Source: an optimization exercise on an open RTL-to-GDS flow (aim: small area, a short achievable clock period and few clock cycles). Production flows keep margins and buffers that such runs may drop. Function was checked by simulation only, so behaviour that the tests miss may differ from the original.

==> flow/design.v, too long to show whole: its modules and the start of the top module <==
// module muldiv_unit_mq: 1056 lines
module muldiv_unit_mq #(
  parameter int XLEN       = 32,
  parameter int HART_ID_W  = 1,
  parameter int REG_ADDR_W = 5
) (
  input  logic                  clk,
  input  logic                  rst_n,
  input  logic                  muldiv_start,
  input  logic [2:0]            muldiv_op,
  input  logic [XLEN-1:0]       muldiv_a,
  input  logic [XLEN-1:0]       muldiv_b,
  input  logic [HART_ID_W-1:0]  muldiv_hart_id,
  input  logic [REG_ADDR_W-1:0] muldiv_rd,
  input  logic                  muldiv_kill,
  input  logic [HART_ID_W-1:0]  muldiv_kill_hart_id,
  output logic                  muldiv_busy,
  output logic                  muldiv_done,
  output logic [XLEN-1:0]       muldiv_result,
  output logic [HART_ID_W-1:0]  muldiv_done_hart_id,
  output logic [REG_ADDR_W-1:0] muldiv_done_rd
);
  // ...
==> flow/flow/run.sh <==
#!/bin/bash
set -euo pipefail
bash standard.sh SETUP_SLACK_MARGIN=5.4 "BUFFER_PORTS_ARGS=-buffer_cell sky130_fd_sc_hd__buf_2" finish > flow.log 2>&1
==> flow/standard.sh <==
#!/bin/bash
# synth_recipe.tcl (not shown) runs the flow's synth.tcl, then flattens the netlist and writes it again
# the make line also repeats each setting of config.mk as NAME=value (left out here)
make -C /OpenROAD-flow-scripts/flow DESIGN_CONFIG=/design/flow/config.mk WORK_HOME=/design/flow/orfs CLKGATE_MAP_FILE= SYNTH_SCRIPT=/design/flow/synth_recipe.tcl "${@:-finish}"
==> flow/config.mk <==
export PLATFORM = sky130hd
export DESIGN_NAME = muldiv_unit_mq
export DESIGN_NICKNAME = muldiv_unit_mq
export VERILOG_FILES = /design/flow/design.v
export SDC_FILE = /design/flow/constraint.sdc
export NUM_CORES = 4
export LEC_CHECK = 0
export ABC_AREA = 1
export CAP_MARGIN = 20
export CORE_MARGIN = 2
export CORE_UTILIZATION = 40
export SETUP_SLACK_MARGIN = 5
export SLEW_MARGIN = 20
==> flow/constraint.sdc <==
create_clock -name core_clock -period 10.0 [get_ports {clk}]
set_input_delay 2.0000 -clock core_clock [delete_from_list [all_inputs] [get_ports {clk}]]
set_output_delay 2.0000 -clock core_clock [all_outputs]
set_load 0.01 [all_outputs]
==> impl_results.md, run 1 <==
* Met3 routed WL at 18600 um
* Synthesized flop and latch total at 294
* DP Cell Count at 6863
* CTS tree: done
* Clk tree area frac at 3.12%
* Core area at 0.0964 mm2
* DRC at 0
* Clk buf depth at 3
* Initial antenna violation count at 9
* Largest cells by area after synthesis: fa_1, nand2_1, dfxtp_1
* Filler cells at 9918
* Worst R2R Setup Slack at 4930 ps
* Top sig layer: met5
* R2R depth at 36
* Most common cell after layout, fill and taps aside: nand2_1
* Async set-reset flop share out of synthesis at 1.70%
* Syn_area_per_cell at 6.81 um2
* Cts-stage hold buffer count at 0
* Post-Synthesis Cells at 5697
* Synth-to-layout area growth at 16.6%
* DRT iter0 DRCs at 4813
* CTS Buf Count at 42
* Met3 Use GR at 7.65%
* Tmin final at 5070 ps
* Hold Path Depth at 0
* Max reg flops at 64
* Outcome: no timing/DRC/antenna violations
* Synth Area in Simple Gates at 23.1%
* Crit path required time at 10570 ps
* Final Util at 46.9%
* Post-DP HPWL at 139000 um
* Crit share post-route at 50.7%
* DIE HEIGHT at 315 um
* Number of global-route vias before repair at 39400
* Final Max Tran Viols at 0
* Largest family of logic cells by synthesized area: simple AND/OR/NAND/NOR gates
* F_max at 197 MHz
* Setup crit start: b_q[0]
* FF+latch area at 0.00678 mm2
Testbench counts, summed over its fixed seeds: cycles 5,066.
==> run 2, diff against run 1 <==
--- a/flow/design.v
+++ b/flow/design.v
@@ -954,26 +954,33 @@
   logic        early, ev, is_norm, is_div;
   logic [32:0] dn;
   assign sh      = {1'b0, zb_q} - {1'b0, za_q};
   assign early   = zero_q || sh[5];
   assign dn      = {1'b0, a_q[31:0]} << sh[4:0];
   assign ev      = !sh[0];
   assign is_norm = (st_q == ST_NORM);
   assign is_div  = (st_q == ST_DIV);
-  logic [33:0] d1, d2;
+  logic [33:0] d1, de, df;
   logic        q1, q0;
-  logic [32:0] r1, r2;
+  logic [32:0] r2;
   logic [31:0] qn;
   assign d1 = ksub33({1'b0, b_q}, a_q);
+  assign de = ksub33({1'b0, b_q}, is_norm ? dn : {1'b0, a_q[32:1]});
+  assign df = ksub33(d1[32:0], {1'b0, a_q[32:1]});
   assign q1 = d1[33] && is_div;
-  assign r1 = q1 ? d1[32:0] : {1'b0, b_q};
-  assign d2 = ksub33(r1, is_norm ? dn : {1'b0, a_q[32:1]});
-  assign q0 = d2[33];
-  assign r2 = q0 ? d2[32:0] : r1;
+  assign q0 = q1 ? df[33] : de[33];
+  always_comb begin
+    case ({q1, q0})
+      2'b11:   r2 = df[32:0];
+      2'b10:   r2 = d1[32:0];
+      2'b01:   r2 = de[32:0];
+      default: r2 = {1'b0, b_q};
+    endcase
+  end
   assign qn = {s_q[29:0] & {30{is_div}}, q1, q0 && (is_div || ev)};
   logic        div_mode;
   logic [63:0] s_div;
   assign div_mode = (st_q == ST_NORM) || (st_q == ST_DIV);
   always_comb begin
     if (is_norm && early)
       s_div = {32'd0, op_q[1] ? b_q                 
                               : (zero_q ? 32'hFFFF_FFFF : 32'd0)};
==> impl_results.md, run 2 <==
* WS Path Type: flip-flop to output port
* Async set-reset flop share out of synthesis at 1.70% (unchanged)
* CP endpoint kind: output port
* Synthesized flop and latch total at 294 (unchanged)
* Setup WS pre-CTS at 3260 ps
* CP Buf/Inv Count at 6
* Outcome: no timing/DRC/antenna violations
* Crit share post-route at 48.7% (-2.0 points)
* CP peak stage delay at 560 ps
* Sequential element share of the synthesized area at 16.7%
* Final wirelength at 195000 um
* Top flop regs: s_q x64, c_q x63, a_q x33
* PortBufs at 117
* Drt pass-1 iters at 9
* Clk buf depth at 3 (unchanged)
* Ys Warns at 4
* Crit path required time at 8000 ps (-2570 ps)
* Largest net degree at the start of global routing at 74
* Final setup viols at 0
* Clock root cell: clkbuf_16
* Post-Synthesis Cells at 6093 (+7.0%)
* H-tree depth at 2
* Post-DP HPWL at 145000 um (+4.3%)
* Yosys cell types at 56
* Global-route usage over all layers at 36.6%
* Core area at 0.100 mm2 (+4.0%)
* Critical Path Fanout Max at 2
* Clk pin slew, worst setup/hold paths at 60 ps
* Initial antenna violation count at 7 (-2)
* Die W at 322 um
* EDFF count, synth at 87
* Synth Cell Area at 0.0405 mm2
* Biggest register: s_q
* Worst endpoint data arrival time at 2870 ps
* DR vias at 44600
* Startpoint Class: flip-flop
* CTS Buf Count at 43 (+2.4%)
* Delay-heaviest family, CP: adder cells
* GP Congestion at 1.03
* WL per Instance at 25.6 um
* Post-synth top cells: nand2_1, inv_1, nor2_1
* DIE HEIGHT at 322 um (+2.2%)
* Rows at 116
* Final Max Tran Viols at 0 (unchanged)
* GR Overflow Total at 0
* Crit path cell chain: inv_1 -> ha_2 -> inv_2 -> fa_2 -> clkinvlp_4 -> buf_12 -> ha_4 -> nand3_2 -> nor2_2 -> nand3_2 -> nand3_4 -> a21o_1 -> inv_1 -> buf_2
* Max reg flops at 64 (unchanged)
* Synth top area share at 14.4%
* Count leader, synth: nand2_1
* Share of cells above drive strength 1 at 12.8%
* Post-route setup slack at 5130 ps
* Syn_area_per_cell at 6.65 um2 (-2.4%)
* Initial Util at 40.4%
* Syn Nets at 6690
* DRT iter0 DRCs at 5078 (+5.5%)
* # IOs at 118
* Tmin final at 4870 ps (-199 ps)
* F_max at 205 MHz (+4.1%)
* Synth-to-layout area growth at 16.4%
* Number of global-route vias before repair at 42900 (+8.8%)
* Vias/cell at 5.85
* Routed Antenna Nets at 0
* Post-synth top flop: dfxtp_1
* CTS tree: done
* TritonCTS Sinks at 294
* Setup TNS at 0 ps
* Hold Violations, Final at 0
* RSZ-0062 raised after global routing: true
* DP Cell Count at 7365 (+7.3%)
* Worst hold path class: flip-flop to flip-flop
* Final #Nets at 6830
* Filler cells at 10500 (+5.6%)
* DRC at 0 (unchanged)
* Most frequent cells in the layout: nand2_1, inv_1, nor2_1
* Crit-path slowest cell: fa_2
* Hold Slack at 314 ps
* Finished Layout Cells at 7626
* Rel. slew slack at 20.2%
* Fin Clk Skew at 52.3 ps
* Max-Cap Viols at 0
* First-pass GRT wire length at 280000 um
* Worst Max-Slew Pin Slew at 1200 ps
* Worst skew pair latency at 630 ps
* Leading area contributor after synthesis: fa_1
* Largest cells by area after synthesis: fa_1, nand2_1, dfxtp_1
* Most common cell after layout, fill and taps aside: nand2_1
* Die area at 0.104 mm2
-- run 2: cell count changes after synthesis, sizes merged, moves of 13 or more --
| cell | before | now |
|---|---|---|
| a31oi | 64 | 39 |
| nand3 | 253 | 285 |
| nor2 | 566 | 630 |
| inv | 884 | 943 |
| ha | 198 | 228 |
| a21o | 20 | 33 |
| a21oi | 265 | 324 |
| nand2 | 1192 | 1344 |
-- run 2: final timing paths --
check / endpoint / slack (ps) / cells past startpoint / from
min: drd_q[2] / 310 / 0 / frd_q[2]
min in group asynchronous: st_q[0] / 1240 / 1 / rst_n
min reg2reg: drd_q[2] / 310 / 0 / frd_q[2]
max in group asynchronous: done_q / 8540 / 1 / rst_n
max reg2reg: b_q[2] / 5210 / 29 / zb_q[0]
max: muldiv_busy / 5130 / 14 / zb_q[0]
-- run 2: cell type report --
type                            instances  area (um2)  share of cell area, %
Antenna cell                            1        2.50                0.00531
Clock buffer                           55        1220                   2.60
Clock inverter                         25         277                  0.587
Inverter                              971        3740                   7.94
Multi-Input combinational cell       4538       30200                   64.1
Sequential cell                       294        6790                   14.4
Tap cell                             1357        1700                   3.60
Timing Repair Buffer                  378        3120                   6.62
Timing Repair inverter                  7        53.8                  0.114
-- run 2: repair_timing --
item,4_1_cts,5_1_grt
hold buffers,0,0
buffers inserted,130,28
endpoints found under the setup margin,229,123
pin swaps,104,37
gates resized for setup,381,124
cloned,16,6
-- run 2: through the flow --
step / util (%) / instance area, um2
after detailed placement: 42.2 / 42400
after CTS: 46.2 / 46300
after global routing: 47.0 / 47100
after floorplan: - / 40600
final: 47.0 / 47100
after global placement: 42.2 / 42400
-- run 2: cell families (layout without fill, tap and decap cells) --
kind of cell	count (synthesis)	count (layout)	share of synthesized area, %
simple gates	2395	2400	24.1
buf+inv	1266	1436	12.0
compound gates	1226	1226	17.2
fa+ha+maj	519	519	21.4
xor+xnor	374	374	8.11
flops	294	294	16.7
mux	19	19	0.476
other cells	0	1	0
-- run 2: routing by layer --
| metal | routed length [um] | track usage [%] | share of wire, % | vias up |
|---|---|---|---|---|
| met2 | 84500 | 57.1 | 43 | 2765 |
| met4 | 16400 | 25.9 | 8.4 | 10 |
| met1 | 72800 | 44.6 | 37 | 21100 |
| met5 | 63 | 0 | 0.032 | - |
| li1 | - | - | - | 20000 |
| met3 | 21400 | 8.45 | 11 | 680 |
-- run 2: worst register-to-register path, delay by kind of cell (launching register included) --
family	cells	cell delay [ps]
AOI/OAI and AO/OA	6	930
adders and majority gates	3	1000
buffers and inverters	9	1010
DFF	1	370
muxes	2	310
and+or+nand+nor	9	880
Testbench counts of run 2, summed over its fixed seeds: cycles 5,066.
==> run 3, diff against run 2 <==
==> flow/run.sh (new file) <==
#!/bin/bash
# synth_recipe.tcl (not shown) runs the flow's synth.tcl, then flattens the netlist and writes it again
# the make line also repeats each setting of config.mk as NAME=value (left out here)
make -C /OpenROAD-flow-scripts/flow DESIGN_CONFIG=/design/flow/config.mk WORK_HOME=/design/flow/orfs CLKGATE_MAP_FILE= SYNTH_SCRIPT=/design/flow/synth_recipe.tcl finish
removed: flow/flow/run.sh
removed: flow/standard.sh
==> impl_results.md, run 3 <==
* DRT iter0 DRCs at 4799 (-5.5%)
* First-pass GRT wire length at 283000 um (+1.1%)
* Top flop regs: s_q x64, c_q x63, a_q x33
* Die W at 322 um (unchanged)
* Hold Path Depth at 0 (unchanged)
* Core area at 0.100 mm2 (unchanged)
* R2R depth at 14 (-52%)
* Crit-path slowest cell: edfxtp_1
* Clk pin slew, worst setup/hold paths at 60 ps (about the same)
* PortBufs at 117 (unchanged)
* Drt pass-1 iters at 6 (-3)
* Tmin final at 5020 ps (+149 ps)
* Initial antenna violation count at 4 (-3)
* GR Overflow Total at 0 (unchanged)
* Most frequent cells in the layout: nand2_1, inv_1, nor2_1
* Post-synth top cells: nand2_1, inv_1, nor2_1
* Setup WS pre-CTS at 3170 ps (-84.9 ps)
* TritonCTS Sinks at 294 (unchanged)
* Final Util at 46.4% (-0.60 points)
* Worst Max-Slew Pin Slew at 1070 ps (-127 ps)
* Post-Synthesis Cells at 6093 (unchanged)
* Yosys cell types at 56 (unchanged)
* DRC at 0 (unchanged)
* H-tree depth at 2 (unchanged)
* Worst hold start: frd_q[0]
* Cts-stage hold buffer count at 0 (unchanged)
* EDFF count, synth at 87 (unchanged)
* WS Path Type: flip-flop to flip-flop
* Hold Violations, Final at 0 (unchanged)
* Rel. slew slack at 28.6% (+8.4 points)
* Leading area contributor after synthesis: fa_1
* Max reg flops at 64 (unchanged)
* Biggest register: s_q
* Sequential element share of the synthesized area at 16.7% (unchanged)
* F_max at 199 MHz (-3.0%)
* DR vias at 43900 (-1.5%)
* Most used cell, CP: fa_1
* Post-DP HPWL at 151000 um (+4.3%)
* Synthesized flop and latch total at 294 (unchanged)
* Crit path cell chain: clkinv_1 -> buf_4 -> o22ai_1 -> xor2_1 -> fa_1 -> inv_1 -> fa_1 -> inv_1 -> fa_1 -> fa_1 -> inv_1 -> fa_1 -> nor2_1 -> nor2_1
* Syn_area_per_cell at 6.65 um2 (unchanged)
* DIE HEIGHT at 322 um (unchanged)
* CP Buf/Inv Count at 5 (-1)
* Routed Antenna Nets at 0 (unchanged)
* Clk buf depth at 3 (unchanged)
* Final #Nets at 6771 (-0.86%)
* Final Max Tran Viols at 0 (unchanged)
* RR Startpoint: a_q[31]
* RSZ-0062 raised after global routing: true
* Delay-heaviest family, CP: adder cells
* Critical path depth at 14 (unchanged)
* Largest net degree at the start of global routing at 71 (-4.1%)
* Worst Hold End: drd_q[0]
* WL per Instance at 26.1 um (+1.9%)
* Count leader, synth: nand2_1
* Global-route usage over all layers at 37.1% (+0.51 points)
* Outcome: no timing/DRC/antenna violations
* Fin Clk Skew at 37.5 ps (-14.9 ps)
* Largest cells by area after synthesis: fa_1, nand2_1, dfxtp_1
* Rows at 116 (unchanged)
* Synth Cell Area at 0.0405 mm2 (unchanged)
* Worst hold path class: flip-flop to flip-flop
* Startpoint Class: flip-flop
* Filler cells at 10500 (+0.44%)
* Syn Nets at 6690 (unchanged)
* Post-synth top flop: dfxtp_1
* Vias/cell at 5.80 (-0.73%)
* Clock root cell: clkbuf_16
* Post-route setup slack at 4980 ps (-149 ps)
* Critical Path Fanout Max at 18 (+16)
* Max-Cap Viols at 0 (unchanged)
* FF-to-FF End: s_q[31]
* CTS Buf Count at 40 (-7.0%)
* Worst skew pair latency at 640 ps (about the same)
* CP peak stage delay at 710 ps (+150 ps)
* Initial Util at 40.4% (unchanged)
* Final wirelength at 197000 um (+1.0%)
* Final setup viols at 0 (unchanged)
* CTS tree: done
* CP endpoint kind: flip-flop
* Synth top area share at 14.4% (unchanged)
* Number of global-route vias before repair at 41900 (-2.2%)
* Crit share post-route at 50.2% (+1.5 points)
* # IOs at 118 (unchanged)
* Worst R2R Setup Slack at 4980 ps (-230 ps)
* Synth-to-layout area growth at 14.9%
* GP Congestion at 1.04 (+1.3%)
* Die area at 0.104 mm2 (unchanged)
* Worst endpoint data arrival time at 5510 ps (+2640 ps)
* Most common cell after layout, fill and taps aside: nand2_1
* Setup TNS at 0 ps (unchanged)
* Async set-reset flop share out of synthesis at 1.70% (unchanged)
* Share of cells above drive strength 1 at 8.64% (-4.2 points)
* Crit path required time at 10490 ps (+2490 ps)
* Ys Warns at 4 (unchanged)
==> run 3: cell count changes in the layout (fill, tap and decap cells not counted), sizes merged, moves of 4 or more <==
| cell | change |
|---|---|
| bufbuf | -4 |
| clkinv | -6 |
| clkdlybuf4s50 | +103 |
| buf | -169 |
| dlymetal6s2s | +11 |
==> run 3: worst max path at each step <==
stage	from	to	slack [ps]
floorplan	a_q[3]	b_q[16]	5020
global placement	zb_q[0]	b_q[25]	3340
detailed placement	a_q[11]	b_q[17]	3170
CTS	zb_q[0]	muldiv_busy	4910
global route	zb_q[0]	s_q[6]	4880
finish	a_q[31]	s_q[31]	4980
==> run 3: routing by layer <==
layer  track usage [%]  routed length [um]  vias up
met5                 0                  27        -
met4              26.0               16600        4
met3              7.80               18300      634
met2              57.7               85900     2428
li1                  -                   -    19900
met1              46.1               76500    21000
==> run 3: final cells by class <==
cell class | count | area, um2 | share of cell area, %
Multi-Input combinational cell | 4541 | 30000 | 64.4
Sequential cell | 294 | 6780 | 14.6
Inverter | 971 | 3740 | 8.05
Timing Repair Buffer | 318 | 2890 | 6.20
Tap cell | 1357 | 1700 | 3.65
Clock buffer | 57 | 1240 | 2.67
Clock inverter | 16 | 164 | 0.352
Timing Repair inverter | 8 | 51.3 | 0.110
Antenna cell | 1 | 2.50 | 0.00538
==> run 3: repair_timing <==
item | in CTS | in global routing
buffers inserted | 37 | 74
cloned | 14 | 4
pin swaps | 12 | 49
resized for setup | 135 | 226
setup endpoints to repair | 160 | 111
==> run 3: logic make-up (layout without fill, tap and decap cells) <==
logic type	Yosys count	after routing	synth area share [%]
compound gates	1226	1226	17.2
xor+xnor	374	375	8.11
fa+ha+maj	519	519	21.4
buf+inv	1266	1370	12.0
flops	294	294	16.7
mux	19	19	0.476
other cells	0	1	0
simple gates	2395	2402	24.1
==> run 3: stage by stage <==
step                      instance area, um2  hold slack, ps  std cells
final                                  46500             325       7563
after global routing                   46500             330       7562
after global placement                 42900             310       7360
after CTS                              45100             326       7484
after detailed placement               42900             312       7360
after floorplan                        40500             310       6093
==> run 3: worst register-to-register path: cells and delay by family, from the launching register on <==
family	cells	cell delay, ps
adders and majority gates	5	2700
DFF	1	710
buffers and inverters	5	670
and+or+nand+nor	2	470
AOI/OAI and AO/OA	1	240
xor gates and xnor gates	1	120

static timing again, ports no longer ideal:
In the flow no input, the clock included, has a driving cell. The finished layouts below were timed again as built, in two steps.
Step 1 (the two cells are an assumption about what drives the block):
set clk [get_ports {clk}]
set_driving_cell -lib_cell sky130_fd_sc_hd__clkbuf_16 $clk
set_driving_cell -lib_cell sky130_fd_sc_hd__buf_2 [delete_from_list [all_inputs] $clk]
Step 2 times the ports against the registers' clock, not the clock port: input delays grow and output delays shrink by t, the midpoint of the rising clock arrivals with the driver on.
a / b / c = no drivers / after step 1 / after step 2; a / b = the first two.
run | shift t [ns] | setup WS [ns] | hold WS [ns] | worst setup path after step 2 | clock arrival spread, ns
run 1 | 0.712 | 4.926 / 4.926 / 4.787 | 0.326 / 0.326 / 0.326 | input to register | 0.019 / 0.019
run 2 | 0.679 | 5.125 / 5.052 / 4.802 | 0.314 / 0.314 / 0.314 | input to register | 0.053 / 0.053
run 3 | 0.694 | 4.977 / 4.977 / 4.416 | 0.325 / 0.325 / 0.325 | input to register | 0.042 / 0.042
After both steps setup and hold are still met in every run listed. The setup slack of run 3, which loses most, moves by 0.000 ns with the drivers and by -0.561 ns with both steps.
